What follows belongs to an exercise in optimizing a design on an open flow for small area and a short achievable clock period; a production flow would make more cautious choices. The RTL was checked by simulation tests, not by an equivalence proof against the original design. Power and IR drop assume default switching activity.

v46:
==> flow/design.v (excerpt) <==
module pixel_engine (
    input  logic                         pixel_clk,
    input  logic                         reset,
    input  pixel_engine_pkg::coord_t     draw_x,
    input  pixel_engine_pkg::coord_t     draw_y,
    input  logic                         video_on,
    input  pixel_engine_pkg::text_cell_t char_code,
    input  logic [7:0]                   font_row,
    input  logic                         psel,
    input  logic                         penable,
    input  logic                         pwrite,
    input  logic [8-1:0]       paddr,
    input  logic [32-1:0]       pwdata,
    output logic [32-1:0]       prdata,
    output logic                         pready,
    output logic                         pslverr,
    output pixel_engine_pkg::rgb_t       rgb
);
Size in the first run: ~2,800 cells after synthesis, roughly 690 flip-flops, ~150 I/O pins.
export LEC_CHECK = 0
export CAP_MARGIN = 20
export CORE_MARGIN = 2
export CORE_UTILIZATION = 40
export CTS_CLUSTER_DIAMETER = 100
export CTS_CLUSTER_SIZE = 24
export SETUP_SLACK_MARGIN = 4.0
export SLEW_MARGIN = 20
export TNS_END_PERCENT = 100
create_clock -name core_clock -period 10.0 [get_ports {pixel_clk}]
standard.sh (not shown) runs the stock make flow with config.mk's settings and CLKGATE_MAP_FILE= SYNTH_SCRIPT=/design/flow/synth_recipe.tcl, a recipe that flattens the netlist after the stock synthesis.
==> flow/flow/run.sh <==
#!/bin/bash
# The standard layout (standard.sh), with plain buffers on the ports in place
# of the delay-cell buffers ORFS picks by default. The make output goes to
# standard.log; ORFS keeps each step's log under orfs/logs.
set -euo pipefail
export BUFFER_PORTS_ARGS="-buffer_cell sky130_fd_sc_hd__buf_2"
bash standard.sh > standard.log 2>&1
--- input diff v46..v41 ---
# v46
export LEC_CHECK = 0
export CAP_MARGIN = 20
export CORE_MARGIN = 2
export CORE_UTILIZATION = 40
export CTS_CLUSTER_DIAMETER = 100
export CTS_CLUSTER_SIZE = 24
export SETUP_SLACK_MARGIN = 4.0
export SLEW_MARGIN = 20
export TNS_END_PERCENT = 100
create_clock -name core_clock -period 10.0 [get_ports {pixel_clk}]
# v41
export LEC_CHECK = 0
export CAP_MARGIN = 20
export CORE_MARGIN = 2
export CORE_UTILIZATION = 40
export CTS_CLUSTER_DIAMETER = 100
export CTS_CLUSTER_SIZE = 24
export SETUP_SLACK_MARGIN = 3.8
export SLEW_MARGIN = 20
export TNS_END_PERCENT = 100
create_clock -name core_clock -period 10.0 [get_ports {pixel_clk}]
==> flow/run.sh (new file) <==
#!/bin/bash
# synth_recipe.tcl (not shown) runs the flow's synth.tcl, then flattens the netlist and writes it again
# the make line also repeats each setting of config.mk as NAME=value (left out here)
make -C /OpenROAD-flow-scripts/flow DESIGN_CONFIG=/design/flow/config.mk WORK_HOME=/design/flow/orfs CLKGATE_MAP_FILE= SYNTH_SCRIPT=/design/flow/synth_recipe.tcl finish
removed: flow/flow/run.sh
removed: flow/standard.sh
Results
v41 vs. v46: instance area after placement went up, shortest clock period the worst path allows after layout increased by 140 ps relative to the old numbers, total power after layout lost 0.33%, post-detailed-placement half-perimeter wirelength stayed essentially flat.
For v30, these inputs were changed with respect to v41:
==> flow/flow/run.sh (new file) <==
#!/bin/bash
# The standard layout (standard.sh), with plain buffers on the ports in place
# of the delay-cell buffers ORFS picks by default, and clock tree synthesis
# without dummy loads. The make output goes to standard.log; ORFS keeps each
# step's log under orfs/logs.
set -euo pipefail
export BUFFER_PORTS_ARGS="-buffer_cell sky130_fd_sc_hd__buf_2"
export CTS_ARGS="-sink_clustering_enable -repair_clock_nets -sink_clustering_size 24 -sink_clustering_max_diameter 100 -dont_use_dummy_load"
bash standard.sh > standard.log 2>&1
==> flow/standard.sh (new file) <==
#!/bin/bash
# synth_recipe.tcl (not shown) runs the flow's synth.tcl, then flattens the netlist and writes it again
# the make line also repeats each setting of config.mk as NAME=value (left out here)
make -C /OpenROAD-flow-scripts/flow DESIGN_CONFIG=/design/flow/config.mk WORK_HOME=/design/flow/orfs CLKGATE_MAP_FILE= SYNTH_SCRIPT=/design/flow/synth_recipe.tcl "${@:-finish}"
removed: flow/run.sh
Results
v30 finished all stages; the layout is clean.
Per the comparison of v30 with v41, share of the final layout cell area in multi-input gates has increased, power shrank by 3.5%, final period demand of the worst path climbed 31 ps, worst slack at placement has increased.
Final-layout worst hold slack: v41 vs v30, no meaningful difference
Cell count of the worst reg-to-reg path sits lower in v30 than in v41.
From v30 to v41, maximum count of clock buffers along a single path did not move at all.

==> static timing again, ports no longer ideal <==
The results above use ideal ports. As a check the final layouts listed here were re-extracted and re-timed, cells and wires unchanged. Step 1 (the two cells are an assumption about what drives the block):
set clk [get_ports {pixel_clk}]
set_driving_cell -lib_cell sky130_fd_sc_hd__clkbuf_16 $clk
set_driving_cell -lib_cell sky130_fd_sc_hd__buf_2 [delete_from_list [all_inputs] $clk]
Step 2 also shifts input and output timing later by t, the mid clock arrival at the registers, as if the neighbouring blocks saw the same clock. Slacks: ideal / step 1 / step 2; pairs: ideal / step 1.
run | shift t [ns] | setup slack, ns | clock arrival spread, ns | worst data-port slew with drivers (ns) | cell pins on the clock port's net
v46 | 0.685 | 3.954 / 3.893 / 3.315 | 0.043 / 0.043 | 0.10 | 1
v41 | 0.685 | 3.815 / 3.799 / 3.175 | 0.033 / 0.033 | 0.06 | 1
v30 | 0.670 | 3.785 / 3.764 / 3.117 | 0.058 / 0.058 | 0.07 | 1
After both steps setup and hold are still met in every run listed. For v30, which loses most, drivers alone change the setup slack by -0.021 ns; drivers and shift together by -0.668 ns.
